Context: an optimization exercise on an open-source flow, tuned for a short achievable clock period. The choices shown serve that exercise and are no tape-out recipe. The RTL was checked by simulation tests, not by an equivalence proof against the original design. No activity file was given, so power comes from the tool's default toggle rates.

`flow/design.v`:
```
package shared_fifo_bank_pkg;
  function automatic integer idx_width(input integer num_flows);
    idx_width = $clog2(num_flows + 1);
  endfunction
  function automatic integer ptr_width(input integer total_depth);
    ptr_width = (total_depth > 1) ? $clog2(total_depth) : 1;
  endfunction
  function automatic integer cnt_width(input integer total_depth);
    cnt_width = $clog2(total_depth + 1);
  endfunction
  function automatic integer sel_width(input integer num_flows);
    sel_width = (num_flows > 1) ? $clog2(num_flows) : 1;
  endfunction
endpackage
module shared_fifo_free_list
#(
  parameter int TOTAL_DEPTH = 64
) (
  input  logic                   clk,
  input  logic                   reset,
  input  logic [TOTAL_DEPTH-1:0] used,         
  input  logic                   alloc,        
  input  logic                   several_free, 
  input  logic                   full,         
  input  logic [TOTAL_DEPTH-1:0] freed_oh,     
  output logic [TOTAL_DEPTH-1:0] alloc_oh      
);
  logic [TOTAL_DEPTH-1:0] cand, other_oh, seen;
  assign cand = ~used & ~alloc_oh;
  always_comb begin
    seen[0] = 1'b0;
    for (int i = 1; i < TOTAL_DEPTH; i++) seen[i] = seen[i-1] | cand[i-1];
  end
  assign other_oh = cand & ~seen;
  always_ff @(posedge clk or negedge reset) begin
    if (!reset) begin
      alloc_oh <= TOTAL_DEPTH'(1);
    end else if (alloc) begin
      alloc_oh <= several_free ? other_oh : freed_oh;
    end else if (full) begin
      alloc_oh <= freed_oh;
    end
  end
endmodule
module shared_fifo_bank
#(
  parameter int NUM_FLOWS    = 16,
  parameter int TOTAL_DEPTH  = 64,
  parameter int MAX_PER_FLOW = 8,
  parameter int DATA_WIDTH   = 8,
  localparam int IDX_WIDTH = shared_fifo_bank_pkg::idx_width(NUM_FLOWS),
  localparam int PTR_WIDTH = shared_fifo_bank_pkg::ptr_width(TOTAL_DEPTH),
  localparam int CNT_WIDTH = shared_fifo_bank_pkg::cnt_width(TOTAL_DEPTH)
) (
  input  logic                  clk,
  input  logic                  reset,
  input  logic                  i__push_valid,
  input  logic [IDX_WIDTH-1:0]  i__push_flow_id,
  input  logic [DATA_WIDTH-1:0] i__push_data,
  output logic                  o__push_ready,
  input  logic                  i__reinsert_valid,
  input  logic [DATA_WIDTH-1:0] i__reinsert_data,
  input  logic [IDX_WIDTH-1:0]  i__pop_flow_id,
  input  logic                  i__pop,
  output logic                  o__pop_valid,
  output logic [DATA_WIDTH-1:0] o__pop_data,
  output logic [CNT_WIDTH-1:0]  o__pop_flow_count,
  output logic [CNT_WIDTH-1:0]  o__free_count,
  output logic                  o__overflow
);
  localparam int SEL_WIDTH = shared_fifo_bank_pkg::sel_width(NUM_FLOWS);
  logic [TOTAL_DEPTH-1:0] ent_used;
  logic [SEL_WIDTH-1:0]   ent_flow [TOTAL_DEPTH];
  logic [PTR_WIDTH-1:0]   ent_pos  [TOTAL_DEPTH];
  logic [DATA_WIDTH-1:0]  ent_data [TOTAL_DEPTH];
  logic [CNT_WIDTH-1:0]   count    [NUM_FLOWS];
  logic [DATA_WIDTH-1:0]  head_data[NUM_FLOWS];
  logic [NUM_FLOWS-1:0]   nonempty;
  logic [NUM_FLOWS-1:0]   pushable;
  logic [CNT_WIDTH-1:0]   free_count;
  logic                   full, one_free;
  logic                   overflow_q;
  logic [TOTAL_DEPTH-1:0] alloc_oh;
  logic [SEL_WIDTH-1:0]   pop_sel, push_sel, enq_sel;
  logic                   pop_in_range, push_in_range;
  logic                   do_pop, do_push, reinsert_ok, reinsert_drop, reuse, enq_valid, alloc;
  logic [DATA_WIDTH-1:0]  enq_data;
  logic [PTR_WIDTH-1:0]   enq_pos;
  logic [CNT_WIDTH-1:0]   cnt_pop, cnt_push;
  logic [DATA_WIDTH-1:0]  second_data;
  logic [TOTAL_DEPTH-1:0] ent_pop, ent_head_pop, ent_write, freed_oh;
  logic [NUM_FLOWS-1:0]   pop_hit, enq_hit;
  assign pop_sel       = i__pop_flow_id[SEL_WIDTH-1:0];
  assign push_sel      = i__push_flow_id[SEL_WIDTH-1:0];
  assign pop_in_range  = (i__pop_flow_id < IDX_WIDTH'(NUM_FLOWS));
  assign push_in_range = (i__push_flow_id < IDX_WIDTH'(NUM_FLOWS));
  assign cnt_pop  = count[pop_sel];
  assign cnt_push = count[push_sel];
  assign o__pop_valid      = pop_in_range && nonempty[pop_sel];
  assign o__pop_data       = pop_in_range ? head_data[pop_sel] : '0;
  assign o__pop_flow_count = pop_in_range ? cnt_pop : '0;
  assign o__free_count     = free_count;
  assign o__overflow       = overflow_q;
  assign o__push_ready = !i__reinsert_valid && push_in_range && pushable[push_sel];
  assign do_pop        = i__pop && o__pop_valid;
  assign do_push       = i__push_valid && o__push_ready;
  assign reinsert_ok   = i__reinsert_valid && pop_in_range && (!full || do_pop);
  assign reinsert_drop = i__reinsert_valid && !reinsert_ok;
  assign reuse         = i__reinsert_valid && do_pop;
  assign enq_valid     = reinsert_ok || do_push;
  assign alloc         = enq_valid && !reuse;
  assign enq_sel  = i__reinsert_valid ? pop_sel : push_sel;
  assign enq_data = i__reinsert_valid ? i__reinsert_data : i__push_data;
  assign enq_pos  = i__reinsert_valid ? PTR_WIDTH'(cnt_pop - CNT_WIDTH'(do_pop))
                                      : PTR_WIDTH'(cnt_push - CNT_WIDTH'(do_pop && pop_sel == push_sel));
  always_comb begin
    second_data = '0;
    for (int i = 0; i < TOTAL_DEPTH; i++) begin
      ent_pop[i]      = do_pop && ent_used[i] && (ent_flow[i] == pop_sel);
      ent_head_pop[i] = ent_pop[i] && (ent_pos[i] == '0);
      ent_write[i]    = (alloc && alloc_oh[i]) || (reuse && ent_head_pop[i]);
      freed_oh[i]     = ent_head_pop[i] && !i__reinsert_valid;
      if (ent_used[i] && ent_flow[i] == pop_sel && ent_pos[i] == PTR_WIDTH'(1))
        second_data = second_data | ent_data[i];
    end
    for (int f = 0; f < NUM_FLOWS; f++) begin
      pop_hit[f] = i__pop && pop_in_range && (pop_sel == SEL_WIDTH'(f)) && nonempty[f];
      enq_hit[f] = enq_valid && (enq_sel == SEL_WIDTH'(f));
    end
  end
  shared_fifo_free_list #(
    .TOTAL_DEPTH(TOTAL_DEPTH)
  ) u_free_list (
    .clk         (clk),
    .reset       (reset),
    .used        (ent_used),
    .alloc       (alloc),
    .several_free(!full && !one_free),
    .full        (full),
    .freed_oh    (freed_oh),
    .alloc_oh    (alloc_oh)
  );
  always_ff @(posedge clk or negedge reset) begin
    if (!reset) begin
      ent_used <= '0;
    end else begin
      for (int i = 0; i < TOTAL_DEPTH; i++) begin
        if (ent_write[i])         ent_used[i] <= 1'b1;
        else if (ent_head_pop[i]) ent_used[i] <= 1'b0;
      end
    end
  end
  always_ff @(posedge clk) begin
    for (int i = 0; i < TOTAL_DEPTH; i++) begin
      if (ent_write[i]) begin
        ent_flow[i] <= enq_sel;
        ent_pos[i]  <= enq_pos;
        ent_data[i] <= enq_data;
      end else if (ent_pop[i]) begin
        ent_pos[i]  <= ent_pos[i] - PTR_WIDTH'(1);
      end
    end
  end
  logic [CNT_WIDTH-1:0] count_nx [NUM_FLOWS];
  logic [CNT_WIDTH-1:0] free_nx;
  always_comb begin
    free_nx = free_count + CNT_WIDTH'(do_pop) - CNT_WIDTH'(enq_valid);
    for (int f = 0; f < NUM_FLOWS; f++)
      count_nx[f] = count[f] + CNT_WIDTH'(enq_hit[f]) - CNT_WIDTH'(pop_hit[f]);
  end
  always_ff @(posedge clk or negedge reset) begin
    if (!reset) begin
      for (int f = 0; f < NUM_FLOWS; f++) begin
        count[f]     <= '0;
        head_data[f] <= '0;
      end
      nonempty   <= '0;
      pushable   <= '1;
      free_count <= CNT_WIDTH'(TOTAL_DEPTH);
      full       <= 1'b0;
      one_free   <= 1'b0;
      overflow_q <= 1'b0;
    end else begin
      if (reinsert_drop) overflow_q <= 1'b1;
      free_count <= free_nx;
      full       <= (free_nx == '0);
      one_free   <= (free_nx == CNT_WIDTH'(1));
      for (int f = 0; f < NUM_FLOWS; f++) begin
        count[f]    <= count_nx[f];
        nonempty[f] <= (count_nx[f] != '0);
        pushable[f] <= (count_nx[f] < CNT_WIDTH'(MAX_PER_FLOW)) && (free_nx != '0);
        if (pop_hit[f]) begin
          if (count[f] != CNT_WIDTH'(1)) head_data[f] <= second_data;
          else if (enq_hit[f])           head_data[f] <= enq_data;
          else                           head_data[f] <= '0;
        end else if (enq_hit[f] && !nonempty[f]) begin
          head_data[f] <= enq_data;
        end
      end
    end
  end
endmodule
module shared_fifo_bank_top (
  input  logic       clk,
  input  logic       reset,
  input  logic       i__push_valid,
  input  logic [4:0] i__push_flow_id,
  input  logic [7:0] i__push_data,
  output logic       o__push_ready,
  input  logic       i__reinsert_valid,
  input  logic [7:0] i__reinsert_data,
  input  logic [4:0] i__pop_flow_id,
  input  logic       i__pop,
  output logic       o__pop_valid,
  output logic [7:0] o__pop_data,
  output logic [6:0] o__pop_flow_count,
  output logic [6:0] o__free_count,
  output logic       o__overflow
);
  shared_fifo_bank #(
    .NUM_FLOWS   (16),
    .TOTAL_DEPTH (64),
    .MAX_PER_FLOW(8),
    .DATA_WIDTH  (8)
  ) u_bank (
    .clk              (clk),
    .reset            (reset),
    .i__push_valid    (i__push_valid),
    .i__push_flow_id  (i__push_flow_id),
    .i__push_data     (i__push_data),
    .o__push_ready    (o__push_ready),
    .i__reinsert_valid(i__reinsert_valid),
    .i__reinsert_data (i__reinsert_data),
    .i__pop_flow_id   (i__pop_flow_id),
    .i__pop           (i__pop),
    .o__pop_valid     (o__pop_valid),
    .o__pop_data      (o__pop_data),
    .o__pop_flow_count(o__pop_flow_count),
    .o__free_count    (o__free_count),
    .o__overflow      (o__overflow)
  );
endmodule
```
`flow/run.sh`:
```
#!/bin/bash
# synth_recipe.tcl (not shown) runs the flow's synth.tcl, then flattens the netlist and writes it again
# the make line also repeats each setting of config.mk as NAME=value (left out here)
make -C /OpenROAD-flow-scripts/flow DESIGN_CONFIG=/design/flow/config.mk WORK_HOME=/design/flow/orfs CLKGATE_MAP_FILE= SYNTH_SCRIPT=/design/flow/synth_recipe.tcl finish
```
`flow/config.mk`:
```
export PLATFORM = sky130hd
export DESIGN_NAME = shared_fifo_bank_top
export DESIGN_NICKNAME = shared_fifo_bank_top
export VERILOG_FILES = /design/flow/design.v
export SDC_FILE = /design/flow/constraint.sdc
export NUM_CORES = 4
export LEC_CHECK = 0
export CAP_MARGIN = 20
export CORE_MARGIN = 2
export CORE_UTILIZATION = 40
export SETUP_SLACK_MARGIN = 0.3
export SLEW_MARGIN = 20
```
`flow/constraint.sdc`:
```
create_clock -name core_clock -period 9.0 [get_ports {clk}]
set_input_delay 1.8000 -clock core_clock [delete_from_list [all_inputs] [get_ports {clk}]]
set_output_delay 1.8000 -clock core_clock [all_outputs]
set_load 0.01 [all_outputs]
```
==> out/results.txt, run 1 <==
Status: complete, but fails checks
Violated checks: capacitance limit
Total CTS buffers: 171
Bufs on Longest Clock Path: 3
Routed wire length: 274000 um
Worst Setup Path Type: primary input to output pin
GRT Util Overall: 0.271
Clock root buffer master: clkbuf_16
Ys Warns: 8
Worst slew margin: -0.0233
Seq/Total Area, Yosys: 0.575
Avg Cell Area, Syn: 11.4 um2
Critical R2R Launch: u_bank.nonempty[13]$_DFF_PN0_
Worst Path Required: 7200 ps
Maximum clock rate: 0.136 GHz
ANT nets after route: 0
Clock skew: 56.3 ps
Worst Setup SP: i__pop_flow_id[3]
Layout Area Growth over Synthesis: 13.1%
Floorplan core area: 0.194 mm2
Layout Nets: 7361
Initial Utilization: 0.401
Vias per inst: 5.99
EDFF count, synth: 1152
DRC: 0
Post-synthesis cell type count: 79
Initial antenna violation count: 13
Clk slew on worst S/H paths: 60 ps
Grt ovf: 0
HPWL after DPL: 191000 um
Share of layout cells above drive strength 1: 0.0807
Finished Cell Area: 0.0883 mm2
Max Cap Viol: 1
Fin crit share: 0.815
Chip width: 446 um
Mapped Nets: 7209
Crit path to: o__pop_flow_count[3]
Io pins: 56
Final GP Congestion: 0.986
Number of synthesized register bits: 1562
Clock sink count: 1562
Startpoint Class: primary input
Clock Latency Late Sink: 850 ps
Number of global-route vias before repair: 54.8k
Largest net degree at the start of global routing: 141
Post-layout util: 0.454
Reg2reg path depth: 22
H-tree depth: 4
Post-route minimum period: 7340 ps
Power density over the cells: 271 mW/mm2
Slew @ Worst Pin: 1520 ps
First-pass GRT wire length: 392000 um
Wire per inst: 28.1 um
Number of I/O port buffers: 55
Hold Crit Class: register to register
Cells after synthesis: 6876
Static leakage: 0.0346 uW
TritonCTS clock tree: yes
Die Ht: 446 um
Count of final max-slew check failures: 3
Maximum VDD drop: 0.000236 V
Main flop type after synthesis: edfxtp_1
R2r setup slk: 2940 ps
Critical Path Fanout Max: 35
Post-cts resize count: 0
Cell area after placement: 0.0823 mm2
Final setup violation count: 0
Cts hold-fix bufs: 0
RSZ-0062 raised after global routing: no
FF-to-FF End: u_bank.nonempty[6]$_DFF_PN0_
Setup TNS: 0 ps
Vias: 58.3k
Mapped Area: 0.0780 mm2
Die Area: 0.199 mm2
Drt first-iter violations: 7976
Setup bufs post-CTS: 0
Hold Fails Final Rpt: 0
Crit path capture type: output pin
Cell Rows: 162
Async set-reset flop share out of synthesis: 0.262
Drt pass-1 iters: 6
CP arrival: 5540 ps
[report_power, final]
| group | internal [uW] | total, uW | switching (uW) |
|---|---|---|---|
| Sequential | 9200 | 10400 | 1220 |
| Combinational | 2210 | 6180 | 3970 |
| Clock | 4220 | 7340 | 3120 |
[metal layers]
| metal | routed length (um) | track usage | part of all wire | vias up |
|---|---|---|---|---|
| li1 | - | - | - | 25400 |
| met2 | 122000 | 0.419 | 0.45 | 3068 |
| met3 | 27000 | 0.0535 | 0.099 | 529 |
| met4 | 12500 | 0.111 | 0.046 | 10 |
| met5 | 77 | 0 | 0.00028 | - |
| met1 | 112000 | 0.372 | 0.41 | 29300 |
[how the worst min path moves through the flow]
stage	startpoint	endpoint	slack, ps	cells after the start
4_1_cts	u_bank.head_data[12][2]$_DFFE_PN0P_	u_bank.head_data[12][2]$_DFFE_PN0P_	470	2
6_report	u_bank.head_data[12][2]$_DFFE_PN0P_	u_bank.head_data[12][2]$_DFFE_PN0P_	470	2
2_1_floorplan	u_bank.head_data[13][2]$_DFFE_PN0P_	u_bank.head_data[13][2]$_DFFE_PN0P_	440	2
3_3_place_gp	u_bank.head_data[12][2]$_DFFE_PN0P_	u_bank.head_data[12][2]$_DFFE_PN0P_	450	2
5_1_grt	u_bank.head_data[13][0]$_DFFE_PN0P_	u_bank.head_data[13][0]$_DFFE_PN0P_	510	2
3_5_place_dp	u_bank.head_data[12][2]$_DFFE_PN0P_	u_bank.head_data[12][2]$_DFFE_PN0P_	460	2
[cells in the mapped netlist (24+ instances only)]
cell type	number	area, um2
clkbuf_1	198	743
nor4_1	123	769
nand3_1	217	1090
nand2_1	728	2730
xor2_1	246	2150
buf_4	32	240
a22oi_1	245	1840
a22o_1	52	455
o21ai_0	340	1700
or3_1	32	200
o221ai_1	40	350
a221o_1	40	400
nor2b_1	26	163
edfxtp_1	1152	34600
ha_1	285	3570
a31oi_1	26	163
and2_1	26	163
or4_1	43	323
a221oi_1	52	455
nand4_1	80	500
dfrtp_1	392	9810
nor3_1	249	1250
a21oi_1	177	886
a222oi_1	24	240
nor2_1	522	1960
xnor2_1	371	3250
mux2i_1	207	2070
and3_1	58	363
inv_1	493	1850
[logic make-up (layout without fill, tap and decap cells)]
logic type | after synthesis | count (layout) | share of synthesized area
adders and majority gates | 302 | 302 | 0.0501
muxes | 223 | 223 | 0.0302
xor gates and xnor gates | 617 | 617 | 0.0692
and+or+nand+nor | 2217 | 2217 | 0.134
AOI/OAI and AO/OA | 1195 | 1195 | 0.103
buffers and inverters | 760 | 1063 | 0.0389
other | 0 | 3 | 0
DFF | 1562 | 1562 | 0.575
[registers in the layout (all words and copies together) (netlist names)]
signal and cells:
u_bank.nonempty 16, u_bank.head_data 128, u_bank.u_free_list.alloc_oh 64, u_bank.one_free 1
u_bank.ent_flow 256, u_bank.pushable 16, u_bank.overflow_q 1, u_bank.ent_pos 384
u_bank.full 1, u_bank.ent_data 512, u_bank.ent_used 64, u_bank.count 112
u_bank.free_count 7
[placed cells by master, fill, tap and decap left out, types with 29 or more instances in the layout]
cell type	count
nor3_1	235
or4_1	43
or3_1	32
a21oi_1	175
o21ai_0	340
nand4_1	80
clkbuf_16	175
and3_1	58
xor2_1	246
a22o_1	52
nand2_1	728
clkbuf_1	50
mux2i_1	204
dfrtp_1	392
ha_1	285
a221o_1	40
inv_1	481
clkdlybuf4s50_1	49
o221ai_1	40
xnor2_1	371
nand3_1	216
nor4_1	118
nor2_1	518
a22oi_1	245
edfxtp_1	1152
clkinv_2	29
buf_4	178
a221oi_1	52
[through the flow]
| stage | setup slack, ps | cells | power [uW] | hold WS (ps) |
|---|---|---|---|---|
| 6_report | 1660 | 9724 | 23900 | 468 |
| 3_5_place_dp | 1100 | 9389 | 16600 | 458 |
| 4_1_cts | 1770 | 9713 | 23900 | 470 |
| 3_3_place_gp | 892 | 9387 | 16400 | 453 |
| 2_1_floorplan | 1970 | 6876 | 14100 | 439 |
| 5_1_grt | 1590 | 9722 | 25000 | 511 |
[layout make-up]
| type | count | area, um2 |
|---|---|---|
| fill | 17600 | 106000 |
| sequential | 1562 | 44900 |
| multi-input combinational | 4554 | 30500 |
| clock buffer | 253 | 4950 |
| tap | 2542 | 3180 |
| timing repair buffer | 244 | 2010 |
| inverter | 495 | 1860 |
| clock inverter | 71 | 912 |
| antenna | 3 | 7.51 |
[worst max-delay path, cell delays in order]
cell             delay, ps
buf_4                  290
buf_4                  740
nor4bb_4               870
buf_4                  280
a22o_1                 140
a221oi_1                50
o211ai_1               220
o22ai_1                260
nor2_1                 220
clkdlybuf4s50_1        570
==> run 2, diff against run 1 <==
--- a/flow/design.v
+++ b/flow/design.v
@@ -91,4 +91,8 @@
   logic [TOTAL_DEPTH-1:0] ent_pop, ent_head_pop, ent_write, freed_oh;
   logic [NUM_FLOWS-1:0]   pop_hit, enq_hit;
+  logic [CNT_WIDTH-1:0] count_inc [NUM_FLOWS];
+  logic [CNT_WIDTH-1:0] count_dec [NUM_FLOWS];
+  logic [CNT_WIDTH-1:0] free_inc, free_dec;
+  logic                 two_free;
   assign pop_sel       = i__pop_flow_id[SEL_WIDTH-1:0];
   assign push_sel      = i__push_flow_id[SEL_WIDTH-1:0];
@@ -112,6 +116,11 @@
   assign enq_sel  = i__reinsert_valid ? pop_sel : push_sel;
   assign enq_data = i__reinsert_valid ? i__reinsert_data : i__push_data;
-  assign enq_pos  = i__reinsert_valid ? PTR_WIDTH'(cnt_pop - CNT_WIDTH'(do_pop))
-                                      : PTR_WIDTH'(cnt_push - CNT_WIDTH'(do_pop && pop_sel == push_sel));
+  logic [CNT_WIDTH-1:0] cnt_pop_dec, cnt_push_dec;
+  assign cnt_pop_dec  = count_dec[pop_sel];
+  assign cnt_push_dec = count_dec[push_sel];
+  always_comb begin
+    if (i__reinsert_valid) enq_pos = PTR_WIDTH'(do_pop ? cnt_pop_dec : cnt_pop);
+    else enq_pos = PTR_WIDTH'((do_pop && pop_sel == push_sel) ? cnt_push_dec : cnt_push);
+  end
   always_comb begin
     second_data = '0;
@@ -162,10 +171,25 @@
     end
   end
-  logic [CNT_WIDTH-1:0] count_nx [NUM_FLOWS];
-  logic [CNT_WIDTH-1:0] free_nx;
-  always_comb begin
-    free_nx = free_count + CNT_WIDTH'(do_pop) - CNT_WIDTH'(enq_valid);
-    for (int f = 0; f < NUM_FLOWS; f++)
-      count_nx[f] = count[f] + CNT_WIDTH'(enq_hit[f]) - CNT_WIDTH'(pop_hit[f]);
+  always_comb begin
+    free_inc = free_count + CNT_WIDTH'(1);
+    free_dec = free_count - CNT_WIDTH'(1);
+    two_free = (free_count == CNT_WIDTH'(2));
+    for (int f = 0; f < NUM_FLOWS; f++) begin
+      count_inc[f] = count[f] + CNT_WIDTH'(1);
+      count_dec[f] = count[f] - CNT_WIDTH'(1);
+    end
+  end
+  logic full_nx, one_free_nx;
+  always_comb begin
+    if (enq_valid && !do_pop) begin
+      full_nx     = one_free;
+      one_free_nx = two_free;
+    end else if (do_pop && !enq_valid) begin
+      full_nx     = 1'b0;
+      one_free_nx = full;
+    end else begin
+      full_nx     = full;
+      one_free_nx = one_free;
+    end
   end
   always_ff @(posedge clk or negedge reset) begin
@@ -183,11 +207,20 @@
     end else begin
       if (reinsert_drop) overflow_q <= 1'b1;
-      free_count <= free_nx;
-      full       <= (free_nx == '0);
-      one_free   <= (free_nx == CNT_WIDTH'(1));
+      if (enq_valid && !do_pop)      free_count <= free_dec;
+      else if (do_pop && !enq_valid) free_count <= free_inc;
+      full     <= full_nx;
+      one_free <= one_free_nx;
       for (int f = 0; f < NUM_FLOWS; f++) begin
-        count[f]    <= count_nx[f];
-        nonempty[f] <= (count_nx[f] != '0);
-        pushable[f] <= (count_nx[f] < CNT_WIDTH'(MAX_PER_FLOW)) && (free_nx != '0);
+        if (enq_hit[f] && !pop_hit[f]) begin
+          count[f]    <= count_inc[f];
+          nonempty[f] <= 1'b1;
+          pushable[f] <= (count[f] < CNT_WIDTH'(MAX_PER_FLOW - 1)) && !full_nx;
+        end else if (pop_hit[f] && !enq_hit[f]) begin
+          count[f]    <= count_dec[f];
+          nonempty[f] <= (count[f] != CNT_WIDTH'(1));
+          pushable[f] <= (count[f] < CNT_WIDTH'(MAX_PER_FLOW + 1)) && !full_nx;
+        end else begin
+          pushable[f] <= (count[f] < CNT_WIDTH'(MAX_PER_FLOW)) && !full_nx;
+        end
         if (pop_hit[f]) begin
           if (count[f] != CNT_WIDTH'(1)) head_data[f] <= second_data;
--- a/flow/config.mk
+++ b/flow/config.mk
@@ -6,7 +6,8 @@
 export NUM_CORES = 4
 export LEC_CHECK = 0
+export ABC_CLOCK_PERIOD_IN_PS = 3000
 export CAP_MARGIN = 20
 export CORE_MARGIN = 2
 export CORE_UTILIZATION = 40
-export SETUP_SLACK_MARGIN = 0.3
+export SETUP_SLACK_MARGIN = 4.5
 export SLEW_MARGIN = 20
==> run 2 against run 1 <==
Effect of this change: the run now finishes clean; clock-buffer cell count down 12; utilization up 3.5 points; hold slack better by 18 ps; maximum frequency up 33%; first-iteration DRC count up 33%; global-route usage up 4.3 points; non-clock buffer count up 258; critical path type unchanged; largest cell class unchanged; highest routed layer unchanged.
==> out/results.txt, run 2 <==
Post-synthesis compound-gate area fraction: 0.110 (+0.00697)
Number of I/O port buffers: 55 (unchanged)
Fillers: 18.0k (+2.5%)
Power density over the cells: 259 mW/mm2 (-4.4%)
Drt pass-1 iters: 6 (unchanged)
Critical Path Fanout Max: 5 (-86%)
Post-synthesis cell type count: 106 (+34%)
Post-Synth Simple-Gate Area: 0.168 (+0.0341)
TritonCTS clock tree: yes
Io pins: 56 (unchanged)
Count leader, synth: edfxtp_1
Largest family of logic cells by synthesized area: simple AND/OR/NAND/NOR gates
Clk slew on worst S/H paths: 50 ps (about the same)
Layout Area Growth over Synthesis: 21.2%
Mapped Area: 0.0818 mm2 (+4.8%)
Ys Warns: 9 (+1)
Drt first-iter violations: 10.6k (+33%)
DRC: 0 (unchanged)
Number of global-route vias before repair: 62.2k (+14%)
EDFF count, synth: 1152 (unchanged)
Layout Cells excl Fill: 10.7k (+9.6%)
Hold Fails Final Rpt: 0 (unchanged)
Hold Crit Class: register to register
Main flop type after synthesis: edfxtp_1
Startpoint Class: primary input
ANT nets after route: 0 (unchanged)
Die Ht: 456 um (+2.3%)
Cell area after placement: 0.0872 mm2 (+6.0%)
First-pass GRT wire length: 472000 um (+20%)
Bufs on Longest Clock Path: 3 (unchanged)
Max Cap Viol: 0 (-1)
Final setup violation count: 0 (unchanged)
Vias per inst: 6.33 (+5.7%)
Placed cells: 9971 (+6.2%)
Final GP Congestion: 1.06 (+7.6%)
Pwr Total: 25700 uW (+7.4%)
Clock sink count: 1562 (unchanged)
Static leakage: 0.0363 uW (+4.9%)
Floorplan core area: 0.203 mm2 (+4.3%)
Worst Setup Path Type: primary input to output pin
Cell Rows: 165 (+1.9%)
Maximum VDD drop: 0.000224 V (-5.4%)
Seq/Total Area, Yosys: 0.549 (-0.0262)
Xor and xnor area share after synthesis: 0.0748 (+0.00552)
Finished Cell Area: 0.0991 mm2 (+12%)
GRT Util Overall: 0.314 (+0.0433)
Routed wire length: 344000 um (+26%)
Worst slew margin: 0.153 (+0.176)
Layout Nets: 8077 (+9.7%)
Total CTS buffers: 175 (+2.3%)
Chip width: 456 um (+2.3%)
HPWL after DPL: 224000 um (+17%)
Largest net degree at the start of global routing: 153 (+8.5%)
Largest regs: u_bank.ent_data (512), u_bank.ent_pos (384), u_bank.ent_flow (256)
Initial antenna violation count: 19 (+6)
Commonest non-fill, non-tap cell in the layout: edfxtp_1
Mapped Nets: 7776 (+7.9%)
Avg Cell Area, Syn: 10.9 um2 (-4.3%)
CP arrival: 3720 ps (-1820 ps)
Die Area: 0.208 mm2 (+4.7%)
H-tree depth: 4 (unchanged)
Largest reg by FF count: u_bank.ent_data
Vias: 67.5k (+16%)
Largest cells by area after synthesis: edfxtp_1 (42%), dfrtp_1 (12%), xnor2_1 (4.2%)
RSZ-0062 raised after global routing: yes
Post-synthesis mux area share: 0.0272 (-0.00295)
Async set-reset flop share out of synthesis: 0.262 (unchanged)
Setup TNS: 0 ps (unchanged)
Count of final max-slew check failures: 0 (-3)
Initial Utilization: 0.403 (+0.00186)
Largest register FFs: 512 (unchanged)
Grt ovf: 0 (unchanged)
Clock Latency Late Sink: 870 ps (+20 ps)
Maximum clock rate: 0.181 GHz (+33%)
Status: timing/DRC/antenna clean
Wire per inst: 32.3 um (+15%)
Slew @ Worst Pin: 1260 ps (-259 ps)
Clock skew: 57.4 ps (+1.11 ps)
Post-layout util: 0.489 (+0.0347)
Crit path capture type: output pin
Synth top cells by count: edfxtp_1 (1152), nor2_1 (724), nand2_1 (535)
Clock root buffer master: clkbuf_16
Most frequent cells in the layout: edfxtp_1 (1152), nor2_1 (692), nand2_1 (493)
Post-route minimum period: 5520 ps (-1820 ps)
Cts hold-fix bufs: 0 (unchanged)
Top cell type by total area after synthesis: edfxtp_1
Worst Path Required: 7200 ps (about the same)
Share of layout cells above drive strength 1: 0.180 (+0.0997)
Synth Area in Adders: 0.0334 (-0.0166)
Top cell type's share of synthesized area: 0.423 (-0.0202)
Number of synthesized register bits: 1562 (unchanged)
Fin crit share: 0.613 (-0.202)
Cells after synthesis: 7527 (+9.5%)
run 2: cell count changes after synthesis, moves of 79 or more:
cell	before	now
a21oi_1	177	355
a22oi_1	245	137
clkbuf_1	198	277
inv_1	493	331
nand2_1	728	535
nand3_1	217	366
nor2_1	522	724
nor3_1	249	468
o21ai_0	340	187
o22ai_1	21	114
run 2: area by class of cell:
type / count / area (um2) / share of cell area
Clock inverter: 88 / 1030 / 0.0104
Antenna cell: 6 / 15.0 / 0.000152
Timing Repair Buffer: 502 / 5440 / 0.0549
Inverter: 343 / 1470 / 0.0148
Clock buffer: 241 / 4880 / 0.0492
Sequential cell: 1562 / 44900 / 0.453
Tap cell: 2672 / 3340 / 0.0337
Timing Repair inverter: 4 / 27.5 / 0.000278
Multi-Input combinational cell: 5240 / 38000 / 0.384
run 2: metal layers:
layer,GRT usage,vias to the layer above,wire length [um],part of all wire
li1,-,28600,-,-
met1,0.424,33500,134000,0.39
met2,0.463,4455,147000,0.43
met3,0.0803,954,41500,0.12
met4,0.169,14,22000,0.064
met5,0,-,99,0.00029
run 2: power by group:
group          internal [uW]  total, uW  switching, uW
Combinational           2590       7400           4810
Sequential              9290      10900           1610
Clock                   4210       7400           3190
run 2: final timing paths:
kind / startpoint / end / slack, ps / cells past startpoint
worst max-delay path: i__pop_flow_id[3] / o__pop_flow_count[5] / 3480 / 8
worst min-delay path: u_bank.overflow_q$_DFFE_PN0P_ / u_bank.overflow_q$_DFFE_PN0P_ / 490 / 1
worst max register to register: u_bank.count[14][3]$_DFFE_PN0P_ / u_bank.ent_pos[46][5]$_DFFE_PP_ / 4420 / 9
worst min register to register: u_bank.overflow_q$_DFFE_PN0P_ / u_bank.overflow_q$_DFFE_PN0P_ / 490 / 1
max in group asynchronous: reset / u_bank.ent_used[38]$_DFFE_PN0P_ / 6480 / 2
min in group asynchronous: reset / u_bank.count[11][0]$_DFFE_PN0P_ / 1000 / 1
run 2: cell families after synthesis:
family	Yosys count
DFF	1562
AOI/OAI and AO/OA	1304
adders and majority gates	218
muxes	216
and+or+nand+nor	2775
buffers and inverters	754
xor gates and xnor gates	698
run 2: repair_timing:
action,in CTS,in global routing
hold endpoints to repair,0,0
pin swaps,104,118
buffers inserted,164,129
endpoints found under the setup margin,1995,732
resized for setup,417,183
gates cloned,39,19
run 2: through the flow:
step                      worst slack [ps]  hold slack (ps)
after floorplan                       3470              456
after global placement                1390              468
after detailed placement              1480              474
after CTS                             3470              491
after global routing                  3490              519
final                                 3480              485
run 2: critical path, cell delays in order:
cell	delay, ps
buf_16	130
and4_4	220
and2_2	240
or3_1	370
or4_4	430
o22a_1	230
nor2b_4	140
buf_6	120
==> run 3, diff against run 2 <==
--- a/flow/design.v
+++ b/flow/design.v
@@ -101,12 +101,30 @@
   assign cnt_pop  = count[pop_sel];
   assign cnt_push = count[push_sel];
-  assign o__pop_valid      = pop_in_range && nonempty[pop_sel];
-  assign o__pop_data       = pop_in_range ? head_data[pop_sel] : '0;
-  assign o__pop_flow_count = pop_in_range ? cnt_pop : '0;
+  logic [NUM_FLOWS*(1+DATA_WIDTH+CNT_WIDTH)-1:0] out_flows;
+  always_comb
+    for (int f = 0; f < NUM_FLOWS; f++)
+      out_flows[f*(1+DATA_WIDTH+CNT_WIDTH) +: 1+DATA_WIDTH+CNT_WIDTH] = {nonempty[f], head_data[f], count[f]};
+  shared_fifo_out_sel #(
+    .NUM_FLOWS(NUM_FLOWS),
+    .WIDTH    (1+DATA_WIDTH+CNT_WIDTH),
+    .IDX_WIDTH(IDX_WIDTH)
+  ) u_out_sel (
+    .flow_id (i__pop_flow_id),
+    .flows   (out_flows),
+    .sel     ({o__pop_valid, o__pop_data, o__pop_flow_count})
+  );
+  shared_fifo_ready_sel #(
+    .NUM_FLOWS(NUM_FLOWS),
+    .IDX_WIDTH(IDX_WIDTH)
+  ) u_ready_sel (
+    .flow_id (i__push_flow_id),
+    .block   (i__reinsert_valid),
+    .flows   (pushable),
+    .ready   (o__push_ready)
+  );
   assign o__free_count     = free_count;
   assign o__overflow       = overflow_q;
-  assign o__push_ready = !i__reinsert_valid && push_in_range && pushable[push_sel];
-  assign do_pop        = i__pop && o__pop_valid;
-  assign do_push       = i__push_valid && o__push_ready;
+  assign do_pop        = i__pop && pop_in_range && nonempty[pop_sel];
+  assign do_push       = i__push_valid && !i__reinsert_valid && push_in_range && pushable[push_sel];
   assign reinsert_ok   = i__reinsert_valid && pop_in_range && (!full || do_pop);
   assign reinsert_drop = i__reinsert_valid && !reinsert_ok;
@@ -234,4 +252,55 @@
   end
 endmodule
+module shared_fifo_out_sel
+#(
+  parameter int NUM_FLOWS = 16,
+  parameter int WIDTH     = 16,
+  parameter int IDX_WIDTH = 5
+) (
+  input  logic [IDX_WIDTH-1:0]       flow_id,
+  input  logic [NUM_FLOWS*WIDTH-1:0] flows,
+  output logic [WIDTH-1:0]           sel
+);
+  logic [WIDTH-1:0] grp [NUM_FLOWS/4];
+  always_comb begin
+    for (int g = 0; g < NUM_FLOWS/4; g++) begin
+      case (flow_id[1:0])
+        2'd0: grp[g] = flows[(4*g)*WIDTH +: WIDTH];
+        2'd1: grp[g] = flows[(4*g+1)*WIDTH +: WIDTH];
+        2'd2: grp[g] = flows[(4*g+2)*WIDTH +: WIDTH];
+        default: grp[g] = flows[(4*g+3)*WIDTH +: WIDTH];
+      endcase
+    end
+    case (flow_id[3:2])
+      2'd0: sel = grp[0];
+      2'd1: sel = grp[1];
+      2'd2: sel = grp[2];
+      default: sel = grp[3];
+    endcase
+    if (flow_id >= IDX_WIDTH'(NUM_FLOWS)) sel = '0;
+  end
+endmodule
+module shared_fifo_ready_sel
+#(
+  parameter int NUM_FLOWS = 16,
+  parameter int IDX_WIDTH = 5
+) (
+  input  logic [IDX_WIDTH-1:0] flow_id,
+  input  logic                 block,
+  input  logic [NUM_FLOWS-1:0] flows,
+  output logic                 ready
+);
+  logic sel;
+  shared_fifo_out_sel #(
+    .NUM_FLOWS(NUM_FLOWS),
+    .WIDTH    (1),
+    .IDX_WIDTH(IDX_WIDTH)
+  ) u_sel (
+    .flow_id (flow_id),
+    .flows   (flows),
+    .sel     (sel)
+  );
+  assign ready = sel && !block;
+endmodule
 module shared_fifo_bank_top (
   input  logic       clk,
--- a/flow/config.mk
+++ b/flow/config.mk
@@ -12,2 +12,3 @@
 export SETUP_SLACK_MARGIN = 4.5
 export SLEW_MARGIN = 20
+export SYNTH_HIERARCHICAL = 1
==> run 3 against run 2 <==
Effect of this change: largest cell class unchanged; register-to-register slack gained 20 ps; critical path type unchanged; largest power group unchanged; non-clock buffer count fell by 35; synthesized cell count decreased by 2.0%; wire length is 2.7% lower; critical path depth down 2; maximum frequency is 6.1% higher; via count fell by 0.81%; global-route usage down 0.64 points.
==> out/results.txt, run 3 <==
Switch Pwr: 8020 uW (-17%)
Critical Path Fanout Max: 5 (unchanged)
Clk slew on worst S/H paths: 60 ps (about the same)
Synth top cells by count: edfxtp_1 (1152), nor2_1 (689), nand2_1 (443)
Post-route minimum period: 5200 ps (-316 ps)
Number of synthesized register bits: 1562 (unchanged)
Avg Cell Area, Syn: 11.2 um2 (+3.5%)
Max Cap Viol: 0 (unchanged)
RSZ-0062 raised after global routing: yes
Wire per inst: 31.8 um (-1.4%)
Gate power share: 0.247 (-0.041)
Floorplan core area: 0.207 mm2 (+1.9%)
Drt pass-1 iters: 7 (+1)
Int Pwr: 14600 uW (-9.3%)
Setup TNS: 0 ps (unchanged)
Seq pwr share: 0.433 (+0.009)
Layout Nets: 7895 (-2.3%)
Largest cells by area after synthesis: edfxtp_1 (42%), dfrtp_1 (12%), xnor2_1 (3.9%)
Worst slew margin: 0.0859 (-0.0669)
Top cell type by total area after synthesis: edfxtp_1
HPWL after DPL: 220000 um (-1.6%)
DRC: 0 (unchanged)
Chip width: 459 um (+0.70%)
Hold Crit Class: register to register
Power density over the cells: 231 mW/mm2 (-11%)
Die Area: 0.211 mm2 (+1.4%)
Largest reg by FF count: u_bank.ent_data
Startpoint Class: primary input
Initial Utilization: 0.401 (-0.00203)
Drt first-iter violations: 9882 (-6.6%)
Number of global-route vias before repair: 62.5k (+0.50%)
CP arrival: 3400 ps (-320 ps)
Final GP Congestion: 1.05 (-1.4%)
Clock sink count: 1562 (unchanged)
Async set-reset flop share out of synthesis: 0.262 (unchanged)
Worst Path Required: 7200 ps (about the same)
Sw Ratio: 0.355 (-0.0194)
Hold Fails Final Rpt: 0 (unchanged)
Routed wire length: 334000 um (-2.7%)
Placed cells: 9929 (-0.42%)
ANT nets after route: 0 (unchanged)
Main flop type after synthesis: edfxtp_1
Seq/Total Area, Yosys: 0.541 (-0.00769)
Cells after synthesis: 7379 (-2.0%)
Cts hold-fix bufs: 0 (unchanged)
CP most frequent cell: mux4_2
Largest net degree at the start of global routing: 119 (-22%)
TritonCTS clock tree: yes
Layout Area Growth over Synthesis: 18.1%
Initial antenna violation count: 15 (-4)
Bufs on Longest Clock Path: 3 (unchanged)
Clock skew: 43.1 ps (-14.3 ps)
Io pins: 56 (unchanged)
Top cell type's share of synthesized area: 0.417 (-0.00593)
Fin crit share: 0.578 (-0.0351)
Crit path capture type: output pin
Vias: 66.9k (-0.81%)
Maximum clock rate: 0.192 GHz (+6.1%)
GRT Util Overall: 0.308 (-0.00641)
EDFF count, synth: 1152 (unchanged)
Mapped Nets: 7628 (-1.9%)
Final setup violation count: 0 (unchanged)
Clock root buffer master: clkbuf_16
Most frequent cells in the layout: edfxtp_1 (1152), nor2_1 (651), nand2_1 (415)
Fillers: 18.4k (+2.0%)
Static leakage: 0.0357 uW (-1.7%)
Post-synthesis cell type count: 111 (+4.7%)
Clock Latency Late Sink: 870 ps (about the same)
CP Cell Sequence: buf_16 > buf_12 > mux4_2 > mux4_2 > nor2b_4 > buf_6
Slew @ Worst Pin: 1360 ps (+93.0 ps)
Die Ht: 459 um (+0.70%)
Layout Cells excl Fill: 10.5k (-1.4%)
Largest regs: u_bank.ent_data (512), u_bank.ent_pos (384), u_bank.ent_flow (256)
Count leader, synth: edfxtp_1
Worst Setup Path Type: primary input to output pin
Number of I/O port buffers: 55 (unchanged)
CP max stage cell: mux4_2
Maximum VDD drop: 0.000212 V (-5.2%)
Clock power share: 0.320 (+0.032)
Count of final max-slew check failures: 0 (unchanged)
Largest register FFs: 512 (unchanged)
Status: timing/DRC/antenna clean
Slowest stage delay, CP: 550 ps (+120 ps)
Ys Warns: 19 (+10)
Cell Rows: 167 (+1.2%)
Mapped Area: 0.0829 mm2 (+1.4%)
Total CTS buffers: 174 (-0.57%)
Vias per inst: 6.37 (+0.59%)
Share of layout cells above drive strength 1: 0.164 (-0.0159)
H-tree depth: 4 (unchanged)
Grt ovf: 0 (unchanged)
Commonest non-fill, non-tap cell in the layout: edfxtp_1
First-pass GRT wire length: 466000 um (-1.2%)
-- run 3: kinds of logic (layout without fill, tap and decap cells) --
group,count (synthesis),after routing,synth area share
muxes,380,380,0.0539
xor gates and xnor gates,679,679,0.0717
DFF,1562,1562,0.541
other,0,8,0
buffers and inverters,723,1125,0.0384
adders and majority gates,218,218,0.0330
and+or+nand+nor,2418,2420,0.147
AOI/OAI and AO/OA,1399,1413,0.114
-- run 3: critical path: cells and delay by family --
family / cells / cell delay, ps
muxes: 2 / 1040
buffers and inverters: 3 / 370
and+or+nand+nor: 1 / 160
-- run 3: what timing repair did --
action,CTS,global route
setup endpoints to repair,1952,552
buffers inserted,107,85
pin swaps,47,47
resized for setup,328,154
cloned,45,7
-- run 3: power by group through the flow --
| stage | clock network [uW] | registers, uW | logic (uW) |
|---|---|---|---|
| final | 7230 | 9780 | 5590 |
| after CTS | 7280 | 9700 | 5300 |
| after floorplan | 0 | 9100 | 3370 |
| after global routing | 7560 | 9810 | 5830 |
| after global placement | 0 | 9820 | 4930 |
| after detailed placement | 0 | 9830 | 4970 |
-- run 3: layout make-up --
type	count	area (um2)	share of cell area
Antenna cell	8	20.0	0.000204
Clock buffer	255	5020	0.0513
Clock inverter	72	756	0.00771
Inverter	328	1280	0.0131
Multi-Input combinational cell	5110	37300	0.381
Sequential cell	1562	44900	0.458
Tap cell	2704	3380	0.0345
Timing Repair Buffer	467	5270	0.0538
Timing Repair inverter	3	17.5	0.000179
-- run 3: per-stage QoR --
stage / worst slack, ps / hold slack (ps) / total power, uW / instance area (um2) / utilization
final: 3800 / 492 / 22600 / 98000 / 0.474
after global routing: 3790 / 515 / 23200 / 98000 / 0.474
after CTS: 3820 / 490 / 22300 / 96400 / 0.466
after detailed placement: 2070 / 477 / 14800 / 87700 / 0.424
after global placement: 2170 / 469 / 14800 / 87600 / 0.424
after floorplan: 4020 / 426 / 12500 / 84600 / -
-- run 3: worst paths after layout --
check	cells after the start	slack (ps)	from	endpoint
worst max-delay path	6	3800	i__pop_flow_id[0]	o__pop_data[7]
worst min-delay path	2	490	u_bank.head_data[2][3]$_DFFE_PN0P_	u_bank.head_data[2][3]$_DFFE_PN0P_
worst max register to register	11	4440	u_bank.count[7][0]$_DFFE_PN0P_	u_bank.ent_pos[56][2]$_DFFE_PP_
worst min register to register	2	490	u_bank.head_data[2][3]$_DFFE_PN0P_	u_bank.head_data[2][3]$_DFFE_PN0P_
max in group asynchronous	2	6530	reset	u_bank.ent_used[29]$_DFFE_PN0P_
min in group asynchronous	1	900	reset	u_bank.count[14][2]$_DFFE_PN0P_
-- run 3: metal layers --
| layer | part of all wire | global-route usage | vias up |
|---|---|---|---|
| met1 | 0.39 | 0.411 | 33400 |
| met5 | 0.00021 | 0 | - |
| met2 | 0.43 | 0.457 | 4455 |
| met4 | 0.062 | 0.159 | 12 |
| li1 | - | - | 28100 |
| met3 | 0.12 | 0.0835 | 979 |

==> separate check: timing with driven ports <==
No port has a modelled driver above. Below, the same layouts with a new extraction and two added sets of constraints.
Step 1 (the two cells are an assumption about what drives the block):
set clk [get_ports {clk}]
set_driving_cell -lib_cell sky130_fd_sc_hd__clkbuf_16 $clk
set_driving_cell -lib_cell sky130_fd_sc_hd__buf_2 [delete_from_list [all_inputs] $clk]
Step 2 adds t to the input delays and takes it off the output delays; t is the mean of the earliest and latest rising clock arrival at the registers after step 1. Input paths then give back, and output paths get back, about the clock's delay inside the block.
Slacks: ideal / step 1 / step 2; pairs: ideal / step 1.
| run | t, ns | setup slack, ns | worst setup path after step 2 | slew at the worst register clock pin (ns) | cell pins on the clock port's net |
|---|---|---|---|---|---|
| run 1 | 0.905 | 1.662 / 1.606 / 1.043 | input to register | 0.07 / 0.07 | 1 |
| run 2 | 0.934 | 3.480 / 3.061 / 2.902 | input to register | 0.07 / 0.07 | 1 |
| run 3 | 0.935 | 3.796 / 3.327 / 2.951 | input to register | 0.07 / 0.07 | 1 |
The setup slack of run 3, which loses most, moves by -0.469 ns with the drivers and by -0.845 ns with both steps.
